Context: an optimization exercise on an open-source flow, tuned for small area, a short achievable clock period and few clock cycles per item. The choices shown serve that exercise and are no tape-out recipe. At most, simulation tests tie the RTL to the original design; equivalence was not proved.

==> inputs of 11-12 <==
## sudoku_sweep_engine
module sudoku_sweep_engine #(
    parameter int BOX = 3,
    parameter int MAX_SWEEPS = 32,
    localparam int N = BOX * BOX,
    localparam int BW = $clog2(N),
    localparam int SW = $clog2(MAX_SWEEPS + 1)
) (
    input  logic             i_Clk,
    input  logic             i_Reset,
    input  logic             i_Start,
    input  logic [N*N*N-1:0] i_Grid,
    output logic             o_Busy,
    output logic             o_Done,
    output logic [1:0]       o_Status,
    output logic [SW-1:0]    o_Sweeps,
    output logic [N*N*N-1:0] o_Grid
);
Settings: LEC_CHECK=0, ABC_AREA=1, CAP_MARGIN=20, CORE_MARGIN=2, CORE_UTILIZATION=62, SLEW_MARGIN=20; clock period 9.0 ns.
run.sh (not shown) runs the stock make flow with config.mk's settings and CLKGATE_MAP_FILE= SYNTH_SCRIPT=/design/flow/synth_recipe.tcl, a recipe that flattens the netlist after the stock synthesis.
==> 02-17: changes against 11-12 <==
--- a/flow/config.mk
+++ b/flow/config.mk
@@ -7,6 +7,6 @@
 export LEC_CHECK = 0
 export ABC_AREA = 1
-export CAP_MARGIN = 20
+export CAP_MARGIN = 30
 export CORE_MARGIN = 2
-export CORE_UTILIZATION = 62
-export SLEW_MARGIN = 20
+export CORE_UTILIZATION = 38
+export SLEW_MARGIN = 40
==> 09-05: changes against 11-12 <==
--- a/flow/config.mk
+++ b/flow/config.mk
@@ -7,6 +7,6 @@
 export LEC_CHECK = 0
 export ABC_AREA = 1
-export CAP_MARGIN = 20
+export CAP_MARGIN = 30
 export CORE_MARGIN = 2
-export CORE_UTILIZATION = 62
-export SLEW_MARGIN = 20
+export CORE_UTILIZATION = 45
+export SLEW_MARGIN = 40
==> qor summary <==
|  | 11-12 | 02-17 | 09-05 |
|---|---|---|---|
| Master cell of the clock root buffer | - | sky130_fd_sc_hd__clkbuf_16 | sky130_fd_sc_hd__clkbuf_16 |
| Post-CTS resize count | - | 23 | 41 |
| Height of the die | 348 um | 444 um | 408 um |
| Sink count of the clock tree | - | 745 | 745 |
| Maximum number of buffers from clock root to sink | - | 3 | 3 |
| Post-DP HPWL | - | 548000 um | 506000 um |
| Number of ports placed on the die boundary | - | 1471 | 1471 |
| Outcome | stopped before the end | complete, but fails checks | stopped before the end |
| Last stage reached | I/O pin placement | - | global routing |
| Reasons for failing layout checks | - | setup timing | - |
| Effective utilization at floorplan | 62.4% | 38.2% | 45.2% |
| Site Rows | 126 | 161 | 148 |
| Number of placed instances, taps included | - | 17800 | 17200 |
| Cell area after placement | - | 94000 um^2 | 91800 um^2 |
| # Post-CTS Setup Buffers | - | 0 | 0 |
| Setup slack after placement | - | 431 ps | 11.1 ps |
| Number of hold-repair buffers added at the cts stage | - | 0 | 0 |
| Buffers on Ports | - | 1470 | 1470 |
| Width of the die | 348 um | 444 um | 408 um |
Testbench counts of 11-12, summed over its fixed seeds: cycles 11,491, puzzles 2,400.
Testbench counts of 02-17, summed over its fixed seeds: cycles 11,491, puzzles 2,400.
Testbench counts of 09-05, summed over its fixed seeds: cycles 11,491, puzzles 2,400.

* * *

==> inputs of 05-10 <==
==> flow/design.v <==
package sudoku_pkg;
    localparam int BOX = 3;
    localparam int D = BOX * BOX;
    localparam int CELLS = D * D;
    typedef logic [D-1:0] cand_t;
    typedef enum logic [1:0] {SOLVED, STALLED, CONTRADICTION, TIMEOUT} scan_status_t;
    function automatic int cell_off(input int r, input int c, input int n);
        cell_off = (r * n + c) * n;
    endfunction
    function automatic int box_pos(input int b);
        case (b)
            5: box_pos = 0;
            7: box_pos = 1;
            8: box_pos = 2;
            6: box_pos = 8;
            default: box_pos = b + 3;
        endcase
    endfunction
    function automatic logic [1:0] count9(input logic [8:0] x);
        logic a0, a1, a2, m0, m1, m2;
        a0 = x[0] | x[1] | x[2];
        a1 = x[3] | x[4] | x[5];
        a2 = x[6] | x[7] | x[8];
        m0 = (x[0] & x[1]) | (x[0] & x[2]) | (x[1] & x[2]);
        m1 = (x[3] & x[4]) | (x[3] & x[5]) | (x[4] & x[5]);
        m2 = (x[6] & x[7]) | (x[6] & x[8]) | (x[7] & x[8]);
        count9 = {~(a0 | a1 | a2), m0 | m1 | m2 | (a0 & a1) | (a0 & a2) | (a1 & a2)};
    endfunction
endpackage
module sweep_cell_update #(
    parameter int N = 9
) (
    input  logic [N-1:0] i_Cell,
    input  logic         i_Multi,    
    input  logic [N-1:0] i_Agg,
    input  logic         i_Keep,
    output logic [N-1:0] o_Cell,
    output logic         o_Multi,    
    output logic         o_Zero,     
    output logic         o_Changed
);
    logic keep;
    logic [N-1:0] hit;
    assign keep = i_Keep | ~i_Multi;
    assign hit = i_Cell & i_Agg;
    assign o_Cell = keep ? i_Cell : (i_Cell & ~hit);
    assign {o_Zero, o_Multi} = sudoku_pkg::count9(o_Cell);
    assign o_Changed = ~keep & (hit != '0);
endmodule
module sudoku_sweep_engine #(
    parameter int BOX = 3,
    parameter int MAX_SWEEPS = 32,
    localparam int N = BOX * BOX,
    localparam int BW = $clog2(N),
    localparam int SW = $clog2(MAX_SWEEPS + 1)
) (
    input  logic             i_Clk,
    input  logic             i_Reset,
    input  logic             i_Start,
    input  logic [N*N*N-1:0] i_Grid,
    output logic             o_Busy,
    output logic             o_Done,
    output logic [1:0]       o_Status,
    output logic [SW-1:0]    o_Sweeps,
    output logic [N*N*N-1:0] o_Grid
);
    localparam int TAIL = 3;   
    logic run, start, first, kill;
    logic [N*N*N-1:0] grid_q;
    logic [SW-1:0] sweeps_q;
    logic [1:0] status_q, status;
    logic [N-1:0] chg_box;   
    logic [N*N-1:0] chg_tail, chg_hd;
    logic [N*N*N-1:0] grid_new, grid_next, grid_post;
    logic [N*N*N-1:0] sol_pre, sol_post;
    logic [N*N-1:0] multi_pre, multi_post, multi_new, zero_pre, zero_post, cell_zero;
    logic [N*BOX*N-1:0] rseg_pre, rseg_post, cseg_pre, cseg_post;
    logic [N*N-1:0] box_pre;
    assign start = i_Start & ~o_Busy;
    assign o_Busy = run & ~kill;
    assign o_Done = run & kill;
    assign o_Grid = grid_new;
    assign o_Sweeps = run ? sweeps_q + SW'(1) : sweeps_q;
    assign o_Status = run ? status : status_q;
    function automatic logic [N*N-1:0] box_mask(input int b);
        box_mask = '0;
        for (int i = 0; i < N; i++)
            box_mask[((b/BOX)*BOX + i/BOX)*N + (b%BOX)*BOX + i%BOX] = 1'b1;
    endfunction
    genvar r, c, k;
    generate
        for (r = 0; r < N; r++) begin : g_r
            for (c = 0; c < N; c++) begin : g_c
                localparam int O = sudoku_pkg::cell_off(r, c, N);
                assign {zero_pre[r*N + c], multi_pre[r*N + c]} = sudoku_pkg::count9(grid_q[O +: N]);
                assign sol_pre[O +: N] = multi_pre[r*N + c] ? '0 : grid_q[O +: N];
                assign sol_post[O +: N] = multi_post[r*N + c] ? '0 : grid_post[O +: N];
            end
        end
        for (r = 0; r < N; r++) begin : g_rs
            for (k = 0; k < BOX; k++) begin : g_k
                assign rseg_pre[(r*BOX + k)*N +: N] =
                    sol_pre[sudoku_pkg::cell_off(r, k*BOX, N) +: N] |
                    sol_pre[sudoku_pkg::cell_off(r, k*BOX + 1, N) +: N] |
                    sol_pre[sudoku_pkg::cell_off(r, k*BOX + 2, N) +: N];
                assign rseg_post[(r*BOX + k)*N +: N] =
                    sol_post[sudoku_pkg::cell_off(r, k*BOX, N) +: N] |
                    sol_post[sudoku_pkg::cell_off(r, k*BOX + 1, N) +: N] |
                    sol_post[sudoku_pkg::cell_off(r, k*BOX + 2, N) +: N];
            end
        end
        for (c = 0; c < N; c++) begin : g_cs
            for (k = 0; k < BOX; k++) begin : g_k
                assign cseg_pre[(c*BOX + k)*N +: N] =
                    sol_pre[sudoku_pkg::cell_off(k*BOX, c, N) +: N] |
                    sol_pre[sudoku_pkg::cell_off(k*BOX + 1, c, N) +: N] |
                    sol_pre[sudoku_pkg::cell_off(k*BOX + 2, c, N) +: N];
                assign cseg_post[(c*BOX + k)*N +: N] =
                    sol_post[sudoku_pkg::cell_off(k*BOX, c, N) +: N] |
                    sol_post[sudoku_pkg::cell_off(k*BOX + 1, c, N) +: N] |
                    sol_post[sudoku_pkg::cell_off(k*BOX + 2, c, N) +: N];
            end
        end
        for (r = 0; r < BOX; r++) begin : g_br
            for (c = 0; c < BOX; c++) begin : g_bc
                localparam int B = r*BOX + c;
                logic [BOX*N-1:0] row_agg, col_agg;
                logic [N-1:0] box_or;
                assign box_or = rseg_pre[((r*BOX + 0)*BOX + c)*N +: N] |
                                rseg_pre[((r*BOX + 1)*BOX + c)*N +: N] |
                                rseg_pre[((r*BOX + 2)*BOX + c)*N +: N];
                for (k = 0; k < BOX; k++) begin : g_k
                    logic [BOX*N-1:0] rt, ct;
                    genvar j;
                    for (j = 0; j < BOX; j++) begin : g_j
                        assign rt[j*N +: N] = j == c ? '0 : sudoku_pkg::box_pos(r*BOX + j) < sudoku_pkg::box_pos(B) ?
                            rseg_post[((r*BOX + k)*BOX + j)*N +: N] : rseg_pre[((r*BOX + k)*BOX + j)*N +: N];
                        assign ct[j*N +: N] = j == r ? '0 : sudoku_pkg::box_pos(j*BOX + c) < sudoku_pkg::box_pos(B) ?
                            cseg_post[((c*BOX + k)*BOX + j)*N +: N] : cseg_pre[((c*BOX + k)*BOX + j)*N +: N];
                    end
                    assign row_agg[k*N +: N] = rt[0 +: N] | rt[N +: N] | rt[2*N +: N] | box_or;
                    assign col_agg[k*N +: N] = ct[0 +: N] | ct[N +: N] | ct[2*N +: N];
                end
                for (k = 0; k < N; k++) begin : g_cell
                    localparam int CR = r*BOX + k/BOX;
                    localparam int CC = c*BOX + k%BOX;
                    localparam int O = sudoku_pkg::cell_off(CR, CC, N);
                    logic [N-1:0] cell_new;
                    logic cell_chg;
                    sweep_cell_update #(.N(N)) u_cell (
                        .i_Cell   (grid_q[O +: N]),
                        .i_Multi  (multi_pre[CR*N + CC]),
                        .i_Agg    (row_agg[(k/BOX)*N +: N] | col_agg[(k%BOX)*N +: N]),
                        .i_Keep   (sudoku_pkg::box_pos(B) < TAIL ? ~run | first : ~run),
                        .o_Cell   (cell_new),
                        .o_Multi  (multi_post[CR*N + CC]),
                        .o_Zero   (zero_post[CR*N + CC]),
                        .o_Changed(cell_chg)
                    );
                    assign grid_post[O +: N] = cell_new;
                    if (sudoku_pkg::box_pos(B) < TAIL) begin : g_tail
                        assign grid_new[O +: N] = cell_new;
                        assign grid_next[O +: N] = cell_new;
                        assign chg_tail[CR*N + CC] = cell_chg;
                        assign chg_hd[CR*N + CC] = 1'b0;
                        assign multi_new[CR*N + CC] = multi_post[CR*N + CC];
                        assign cell_zero[CR*N + CC] = zero_post[CR*N + CC];
                    end else begin : g_head
                        assign grid_new[O +: N] = grid_q[O +: N];
                        assign grid_next[O +: N] = grid_q[O +: N] & (cell_new | {N{kill}});
                        assign chg_tail[CR*N + CC] = 1'b0;
                        assign chg_hd[CR*N + CC] = cell_chg;
                        assign multi_new[CR*N + CC] = multi_pre[CR*N + CC];
                        assign cell_zero[CR*N + CC] = zero_pre[CR*N + CC];
                    end
                end
            end
        end
    endgenerate
    logic any_zero, all_one, chg, last, term;
    logic zero_e, multi_e, chg_e, zero_8, multi_8, chg_8;
    assign zero_e = |(cell_zero & ~box_mask(8));
    assign multi_e = |(multi_new & ~box_mask(8));
    assign chg_e = (|chg_box) | (|(chg_tail & ~box_mask(8)));
    assign zero_8 = |(cell_zero & box_mask(8));
    assign multi_8 = |(multi_new & box_mask(8));
    assign chg_8 = |(chg_tail & box_mask(8));
    assign any_zero = zero_e | zero_8;
    assign all_one = ~multi_e & ~multi_8;
    assign chg = chg_e | chg_8;
    assign last = sweeps_q == SW'(MAX_SWEEPS - 1);
    assign term = any_zero | all_one | ~chg | last;
    assign kill = ~first & term;
    assign status = {any_zero | (~all_one & chg), ~any_zero & ~all_one};
    always_ff @(posedge i_Clk or posedge i_Reset) begin
        if (i_Reset) begin
            run <= 1'b0;
        end else begin
            if (start) run <= 1'b1;
            else if (kill) run <= 1'b0;
        end
    end
    always_ff @(posedge i_Clk) begin
        grid_q <= start ? i_Grid : grid_next;
        first <= start;
        for (int b = 0; b < N; b++)
            chg_box[b] <= |(chg_hd & box_mask(b));
        if (start) sweeps_q <= '0;
        else if (run & ~first) sweeps_q <= sweeps_q + SW'(1);
        if (run) status_q <= status;
    end
endmodule
==> flow/run.sh <==
#!/bin/bash
# synth_recipe.tcl (not shown) runs the flow's synth.tcl, then flattens the netlist and writes it again
# the make line also repeats each setting of config.mk as NAME=value (left out here)
make -C /OpenROAD-flow-scripts/flow DESIGN_CONFIG=/design/flow/config.mk WORK_HOME=/design/flow/orfs CLKGATE_MAP_FILE= SYNTH_SCRIPT=/design/flow/synth_recipe.tcl finish
==> flow/config.mk <==
export PLATFORM = sky130hd
export DESIGN_NAME = sudoku_sweep_engine
export DESIGN_NICKNAME = sudoku_sweep_engine
export VERILOG_FILES = /design/flow/design.v
export SDC_FILE = /design/flow/constraint.sdc
export NUM_CORES = 4
export LEC_CHECK = 0
export ABC_AREA = 1
export CAP_MARGIN = 30
export CORE_MARGIN = 2
export CORE_UTILIZATION = 32
export SETUP_SLACK_MARGIN = 1.0
export SLEW_MARGIN = 40
==> flow/constraint.sdc <==
create_clock -name core_clock -period 9.0 [get_ports {i_Clk}]
set_input_delay 1.8000 -clock core_clock [delete_from_list [all_inputs] [get_ports {i_Clk}]]
set_output_delay 1.8000 -clock core_clock [all_outputs]
set_load 0.01 [all_outputs]
==> 02-13: changes against 05-10 <==
--- a/flow/design.v
+++ b/flow/design.v
@@ -17,5 +17,5 @@
         endcase
     endfunction
-    function automatic logic [1:0] count9(input logic [8:0] x);
+    function automatic logic multi9(input logic [8:0] x);
         logic a0, a1, a2, m0, m1, m2;
         a0 = x[0] | x[1] | x[2];
@@ -25,5 +25,5 @@
         m1 = (x[3] & x[4]) | (x[3] & x[5]) | (x[4] & x[5]);
         m2 = (x[6] & x[7]) | (x[6] & x[8]) | (x[7] & x[8]);
-        count9 = {~(a0 | a1 | a2), m0 | m1 | m2 | (a0 & a1) | (a0 & a2) | (a1 & a2)};
+        multi9 = m0 | m1 | m2 | (a0 & a1) | (a0 & a2) | (a1 & a2);
     endfunction
 endpackage
@@ -32,19 +32,15 @@
 ) (
     input  logic [N-1:0] i_Cell,
-    input  logic         i_Multi,    
     input  logic [N-1:0] i_Agg,
     input  logic         i_Keep,
     output logic [N-1:0] o_Cell,
     output logic         o_Multi,    
-    output logic         o_Zero,     
     output logic         o_Changed
 );
     logic keep;
-    logic [N-1:0] hit;
-    assign keep = i_Keep | ~i_Multi;
-    assign hit = i_Cell & i_Agg;
-    assign o_Cell = keep ? i_Cell : (i_Cell & ~hit);
-    assign {o_Zero, o_Multi} = sudoku_pkg::count9(o_Cell);
-    assign o_Changed = ~keep & (hit != '0);
+    assign keep = i_Keep | ~sudoku_pkg::multi9(i_Cell);
+    assign o_Cell = keep ? i_Cell : (i_Cell & ~i_Agg);
+    assign o_Multi = sudoku_pkg::multi9(o_Cell);
+    assign o_Changed = ~keep & ((i_Cell & i_Agg) != '0);
 endmodule
 module sudoku_sweep_engine #(
@@ -66,26 +62,15 @@
 );
     localparam int TAIL = 3;   
-    logic run, start, first, kill;
-    logic [N*N*N-1:0] grid_q;
-    logic [SW-1:0] sweeps_q;
-    logic [1:0] status_q, status;
+    logic run, done, start, first, kill;
     logic [N-1:0] chg_box;   
     logic [N*N-1:0] chg_tail, chg_hd;
     logic [N*N*N-1:0] grid_new, grid_next, grid_post;
     logic [N*N*N-1:0] sol_pre, sol_post;
-    logic [N*N-1:0] multi_pre, multi_post, multi_new, zero_pre, zero_post, cell_zero;
+    logic [N*N-1:0] multi_pre, multi_post, multi_new, cell_zero;
     logic [N*BOX*N-1:0] rseg_pre, rseg_post, cseg_pre, cseg_post;
     logic [N*N-1:0] box_pre;
-    assign start = i_Start & ~o_Busy;
-    assign o_Busy = run & ~kill;
-    assign o_Done = run & kill;
-    assign o_Grid = grid_new;
-    assign o_Sweeps = run ? sweeps_q + SW'(1) : sweeps_q;
-    assign o_Status = run ? status : status_q;
-    function automatic logic [N*N-1:0] box_mask(input int b);
-        box_mask = '0;
-        for (int i = 0; i < N; i++)
-            box_mask[((b/BOX)*BOX + i/BOX)*N + (b%BOX)*BOX + i%BOX] = 1'b1;
-    endfunction
+    assign start = i_Start & ~run;
+    assign o_Busy = run;
+    assign o_Done = done;
     genvar r, c, k;
     generate
@@ -93,6 +78,6 @@
             for (c = 0; c < N; c++) begin : g_c
                 localparam int O = sudoku_pkg::cell_off(r, c, N);
-                assign {zero_pre[r*N + c], multi_pre[r*N + c]} = sudoku_pkg::count9(grid_q[O +: N]);
-                assign sol_pre[O +: N] = multi_pre[r*N + c] ? '0 : grid_q[O +: N];
+                assign multi_pre[r*N + c] = sudoku_pkg::multi9(o_Grid[O +: N]);
+                assign sol_pre[O +: N] = multi_pre[r*N + c] ? '0 : o_Grid[O +: N];
                 assign sol_post[O +: N] = multi_post[r*N + c] ? '0 : grid_post[O +: N];
             end
@@ -149,11 +134,9 @@
                     logic cell_chg;
                     sweep_cell_update #(.N(N)) u_cell (
-                        .i_Cell   (grid_q[O +: N]),
-                        .i_Multi  (multi_pre[CR*N + CC]),
+                        .i_Cell   (o_Grid[O +: N]),
                         .i_Agg    (row_agg[(k/BOX)*N +: N] | col_agg[(k%BOX)*N +: N]),
                         .i_Keep   (sudoku_pkg::box_pos(B) < TAIL ? ~run | first : ~run),
                         .o_Cell   (cell_new),
                         .o_Multi  (multi_post[CR*N + CC]),
-                        .o_Zero   (zero_post[CR*N + CC]),
                         .o_Changed(cell_chg)
                     );
@@ -165,13 +148,12 @@
                         assign chg_hd[CR*N + CC] = 1'b0;
                         assign multi_new[CR*N + CC] = multi_post[CR*N + CC];
-                        assign cell_zero[CR*N + CC] = zero_post[CR*N + CC];
                     end else begin : g_head
-                        assign grid_new[O +: N] = grid_q[O +: N];
-                        assign grid_next[O +: N] = grid_q[O +: N] & (cell_new | {N{kill}});
+                        assign grid_new[O +: N] = o_Grid[O +: N];
+                        assign grid_next[O +: N] = o_Grid[O +: N] & (cell_new | {N{kill}});
                         assign chg_tail[CR*N + CC] = 1'b0;
                         assign chg_hd[CR*N + CC] = cell_chg;
                         assign multi_new[CR*N + CC] = multi_pre[CR*N + CC];
-                        assign cell_zero[CR*N + CC] = zero_pre[CR*N + CC];
                     end
+                    assign cell_zero[CR*N + CC] = grid_new[O +: N] == '0;
                 end
             end
@@ -179,34 +161,34 @@
     endgenerate
     logic any_zero, all_one, chg, last, term;
-    logic zero_e, multi_e, chg_e, zero_8, multi_8, chg_8;
-    assign zero_e = |(cell_zero & ~box_mask(8));
-    assign multi_e = |(multi_new & ~box_mask(8));
-    assign chg_e = (|chg_box) | (|(chg_tail & ~box_mask(8)));
-    assign zero_8 = |(cell_zero & box_mask(8));
-    assign multi_8 = |(multi_new & box_mask(8));
-    assign chg_8 = |(chg_tail & box_mask(8));
-    assign any_zero = zero_e | zero_8;
-    assign all_one = ~multi_e & ~multi_8;
-    assign chg = chg_e | chg_8;
-    assign last = sweeps_q == SW'(MAX_SWEEPS - 1);
+    assign any_zero = |cell_zero;
+    assign all_one = ~|multi_new;
+    assign chg = (|chg_box) | (|chg_tail);
+    assign last = o_Sweeps == SW'(MAX_SWEEPS - 1);
     assign term = any_zero | all_one | ~chg | last;
     assign kill = ~first & term;
-    assign status = {any_zero | (~all_one & chg), ~any_zero & ~all_one};
     always_ff @(posedge i_Clk or posedge i_Reset) begin
         if (i_Reset) begin
             run <= 1'b0;
+            done <= 1'b0;
         end else begin
+            done <= run & kill;
             if (start) run <= 1'b1;
             else if (kill) run <= 1'b0;
         end
     end
+    function automatic logic [N*N-1:0] box_mask(input int b);
+        box_mask = '0;
+        for (int i = 0; i < N; i++)
+            box_mask[((b/BOX)*BOX + i/BOX)*N + (b%BOX)*BOX + i%BOX] = 1'b1;
+    endfunction
     always_ff @(posedge i_Clk) begin
-        grid_q <= start ? i_Grid : grid_next;
+        o_Grid <= start ? i_Grid : grid_next;
         first <= start;
         for (int b = 0; b < N; b++)
             chg_box[b] <= |(chg_hd & box_mask(b));
-        if (start) sweeps_q <= '0;
-        else if (run & ~first) sweeps_q <= sweeps_q + SW'(1);
-        if (run) status_q <= status;
+        if (start) o_Sweeps <= '0;
+        else if (run & ~first) o_Sweeps <= o_Sweeps + SW'(1);
+        if (run & ~first)
+            o_Status <= any_zero ? 2'd2 : all_one ? 2'd0 : ~chg ? 2'd1 : 2'd3;
     end
 endmodule
ABC_AREA = not set   (was 1)
CORE_UTILIZATION = 45   (was 32)
SETUP_SLACK_MARGIN = not set   (was 1.0)
==> 04-15: changes against 05-10 <==
--- a/flow/design.v
+++ b/flow/design.v
@@ -17,5 +17,5 @@
         endcase
     endfunction
-    function automatic logic [1:0] count9(input logic [8:0] x);
+    function automatic logic multi9(input logic [8:0] x);
         logic a0, a1, a2, m0, m1, m2;
         a0 = x[0] | x[1] | x[2];
@@ -25,5 +25,5 @@
         m1 = (x[3] & x[4]) | (x[3] & x[5]) | (x[4] & x[5]);
         m2 = (x[6] & x[7]) | (x[6] & x[8]) | (x[7] & x[8]);
-        count9 = {~(a0 | a1 | a2), m0 | m1 | m2 | (a0 & a1) | (a0 & a2) | (a1 & a2)};
+        multi9 = m0 | m1 | m2 | (a0 & a1) | (a0 & a2) | (a1 & a2);
     endfunction
 endpackage
@@ -32,19 +32,15 @@
 ) (
     input  logic [N-1:0] i_Cell,
-    input  logic         i_Multi,    
     input  logic [N-1:0] i_Agg,
     input  logic         i_Keep,
     output logic [N-1:0] o_Cell,
     output logic         o_Multi,    
-    output logic         o_Zero,     
     output logic         o_Changed
 );
     logic keep;
-    logic [N-1:0] hit;
-    assign keep = i_Keep | ~i_Multi;
-    assign hit = i_Cell & i_Agg;
-    assign o_Cell = keep ? i_Cell : (i_Cell & ~hit);
-    assign {o_Zero, o_Multi} = sudoku_pkg::count9(o_Cell);
-    assign o_Changed = ~keep & (hit != '0);
+    assign keep = i_Keep | ~sudoku_pkg::multi9(i_Cell);
+    assign o_Cell = keep ? i_Cell : (i_Cell & ~i_Agg);
+    assign o_Multi = sudoku_pkg::multi9(o_Cell);
+    assign o_Changed = ~keep & ((i_Cell & i_Agg) != '0);
 endmodule
 module sudoku_sweep_engine #(
@@ -74,5 +70,5 @@
     logic [N*N*N-1:0] grid_new, grid_next, grid_post;
     logic [N*N*N-1:0] sol_pre, sol_post;
-    logic [N*N-1:0] multi_pre, multi_post, multi_new, zero_pre, zero_post, cell_zero;
+    logic [N*N-1:0] multi_pre, multi_post, multi_new, cell_zero;
     logic [N*BOX*N-1:0] rseg_pre, rseg_post, cseg_pre, cseg_post;
     logic [N*N-1:0] box_pre;
@@ -83,9 +79,4 @@
     assign o_Sweeps = run ? sweeps_q + SW'(1) : sweeps_q;
     assign o_Status = run ? status : status_q;
-    function automatic logic [N*N-1:0] box_mask(input int b);
-        box_mask = '0;
-        for (int i = 0; i < N; i++)
-            box_mask[((b/BOX)*BOX + i/BOX)*N + (b%BOX)*BOX + i%BOX] = 1'b1;
-    endfunction
     genvar r, c, k;
     generate
@@ -93,5 +84,5 @@
             for (c = 0; c < N; c++) begin : g_c
                 localparam int O = sudoku_pkg::cell_off(r, c, N);
-                assign {zero_pre[r*N + c], multi_pre[r*N + c]} = sudoku_pkg::count9(grid_q[O +: N]);
+                assign multi_pre[r*N + c] = sudoku_pkg::multi9(grid_q[O +: N]);
                 assign sol_pre[O +: N] = multi_pre[r*N + c] ? '0 : grid_q[O +: N];
                 assign sol_post[O +: N] = multi_post[r*N + c] ? '0 : grid_post[O +: N];
@@ -150,10 +141,8 @@
                     sweep_cell_update #(.N(N)) u_cell (
                         .i_Cell   (grid_q[O +: N]),
-                        .i_Multi  (multi_pre[CR*N + CC]),
                         .i_Agg    (row_agg[(k/BOX)*N +: N] | col_agg[(k%BOX)*N +: N]),
                         .i_Keep   (sudoku_pkg::box_pos(B) < TAIL ? ~run | first : ~run),
                         .o_Cell   (cell_new),
                         .o_Multi  (multi_post[CR*N + CC]),
-                        .o_Zero   (zero_post[CR*N + CC]),
                         .o_Changed(cell_chg)
                     );
@@ -165,5 +154,4 @@
                         assign chg_hd[CR*N + CC] = 1'b0;
                         assign multi_new[CR*N + CC] = multi_post[CR*N + CC];
-                        assign cell_zero[CR*N + CC] = zero_post[CR*N + CC];
                     end else begin : g_head
                         assign grid_new[O +: N] = grid_q[O +: N];
@@ -172,6 +160,6 @@
                         assign chg_hd[CR*N + CC] = cell_chg;
                         assign multi_new[CR*N + CC] = multi_pre[CR*N + CC];
-                        assign cell_zero[CR*N + CC] = zero_pre[CR*N + CC];
                     end
+                    assign cell_zero[CR*N + CC] = grid_new[O +: N] == '0;
                 end
             end
@@ -179,18 +167,11 @@
     endgenerate
     logic any_zero, all_one, chg, last, term;
-    logic zero_e, multi_e, chg_e, zero_8, multi_8, chg_8;
-    assign zero_e = |(cell_zero & ~box_mask(8));
-    assign multi_e = |(multi_new & ~box_mask(8));
-    assign chg_e = (|chg_box) | (|(chg_tail & ~box_mask(8)));
-    assign zero_8 = |(cell_zero & box_mask(8));
-    assign multi_8 = |(multi_new & box_mask(8));
-    assign chg_8 = |(chg_tail & box_mask(8));
-    assign any_zero = zero_e | zero_8;
-    assign all_one = ~multi_e & ~multi_8;
-    assign chg = chg_e | chg_8;
+    assign any_zero = |cell_zero;
+    assign all_one = ~|multi_new;
+    assign chg = (|chg_box) | (|chg_tail);
     assign last = sweeps_q == SW'(MAX_SWEEPS - 1);
     assign term = any_zero | all_one | ~chg | last;
     assign kill = ~first & term;
-    assign status = {any_zero | (~all_one & chg), ~any_zero & ~all_one};
+    assign status = any_zero ? 2'd2 : all_one ? 2'd0 : ~chg ? 2'd1 : 2'd3;
     always_ff @(posedge i_Clk or posedge i_Reset) begin
         if (i_Reset) begin
@@ -201,4 +182,9 @@
         end
     end
+    function automatic logic [N*N-1:0] box_mask(input int b);
+        box_mask = '0;
+        for (int i = 0; i < N; i++)
+            box_mask[((b/BOX)*BOX + i/BOX)*N + (b%BOX)*BOX + i%BOX] = 1'b1;
+    endfunction
     always_ff @(posedge i_Clk) begin
         grid_q <= start ? i_Grid : grid_next;
CORE_UTILIZATION = 55   (was 32)
SETUP_SLACK_MARGIN = not set   (was 1.0)
==> impl_metrics.yaml <==
synth:
  synthSimpleGateAreaFrac: 0.597
  synth-xor-area-share: 0.000715
  yosys-top-cells-count: "5551 x nand2_1, 2025 x nand3_1, 1116 x inv_1, 993 x nor2_1, 744 x dfxtp_1"
  synth_cells: 13500
  yosys.area.top_type: "nand2_1"
  synthMuxAreaShare: 0
  syn-num-nets: 14200
run_status:
  stop_error: "[ERROR PPL-0024] Number of IO pins (1471) exceeds maximum number of available positions (1336). Increase the die perimeter from 1477.78um to 2000.56um."
  status: "stopped before the end"
  flow.stopped_at: "I/O pin placement"
[end of results for 04-15]
==> impl_metrics.yaml <==
grt:
  met2_usage: 0.799
clock_network:
  cts.sinks: 745
critical_path:
  crit_top_cell: "nand2_1"
routing:
  routed_wl_microns: 685000
synth:
  yosys.area.top_type: "nand2_1"
  synth-xor-area-share: 0.000741
  yosys-top-cells-count: "5641 x nand2_1, 1953 x nand3_1, 1152 x nor2_1, 1102 x inv_1, 744 x dfxtp_1"
  synthSimpleGateAreaFrac: 0.573
  syn-num-nets: 14300
run_status:
  status: "no timing/DRC/antenna violations"
finish:
  nNonClkBuffers: 2710
  diodes: 60
  clkbuf_count: 121
[end of results for 05-10]
==> impl_metrics.yaml <==
run_status:
  status: "stopped before the end"
  flow.stopped_at: "global routing"
  stop_error: "[ERROR GRT-0116] Global routing finished with congestion. Check the congestion regions in the DRC Viewer."
synth:
  yosys-top-cells-count: "1938 x nand2_1, 931 x o21ai_0, 815 x nor2_1, 742 x dfxtp_1, 622 x clkbuf_1"
  synth-compound-area-share: 0.336
  synthSimpleGateAreaFrac: 0.407
  synth_cells: 12000
  synth_edf_count: 2
  synth-xor-area-share: 0.000439
  yosys.area.top_type: "dfxtp_1"
  synth.top_cell.area_share: 0.186
  syn-num-nets: 12800
  synthMuxAreaShare: 0.000141
grt:
  grt_pass1_vias: 142000
  grtUsageTotal: 0.904
  grt_max_degree: 242
  grt_pass1_wl_microns: 1200000
die:
  start_util: 0.453
clock_network:
  cts.path.max_buffers: 3
[end of results for 02-13]
Testbench counts of 05-10, summed over its fixed seeds: cycles 11,491, puzzles 2,400.
Testbench counts of 04-15, summed over its fixed seeds: cycles 11,491, puzzles 2,400.
No functional check of the RTL was part of 02-13.

-- afterwards: timing with drivers on the ports --
The flow's constraints put no driver on any port. The routed layouts listed below were extracted and timed again, unchanged, in two steps.
Step 1, drivers: a clkbuf_16 drives i_Clk and a buf_2 each remaining input, both assumed.
Step 2, shift: input delay + t, output delay - t, t = (earliest + latest rising clock arrival at the registers) / 2. This alone moves slack from input paths to output paths.
Slacks: ideal / step 1 / step 2; pairs: ideal / step 1.
run | shift t [ns] | slack for setup (ns) | worst hold slack (ns) | latest minus earliest clock arrival (ns) | worst register clock-pin slew, ns
02-17 | 0.919 | -0.563 / -0.563 / -0.563 | 0.505 / 0.505 / 0.505 | 0.055 / 0.055 | 0.09 / 0.09
05-10 | 0.919 | 0.860 / 0.753 / 0.921 | 0.466 / 0.466 / 0.466 | 0.046 / 0.045 | 0.08 / 0.08
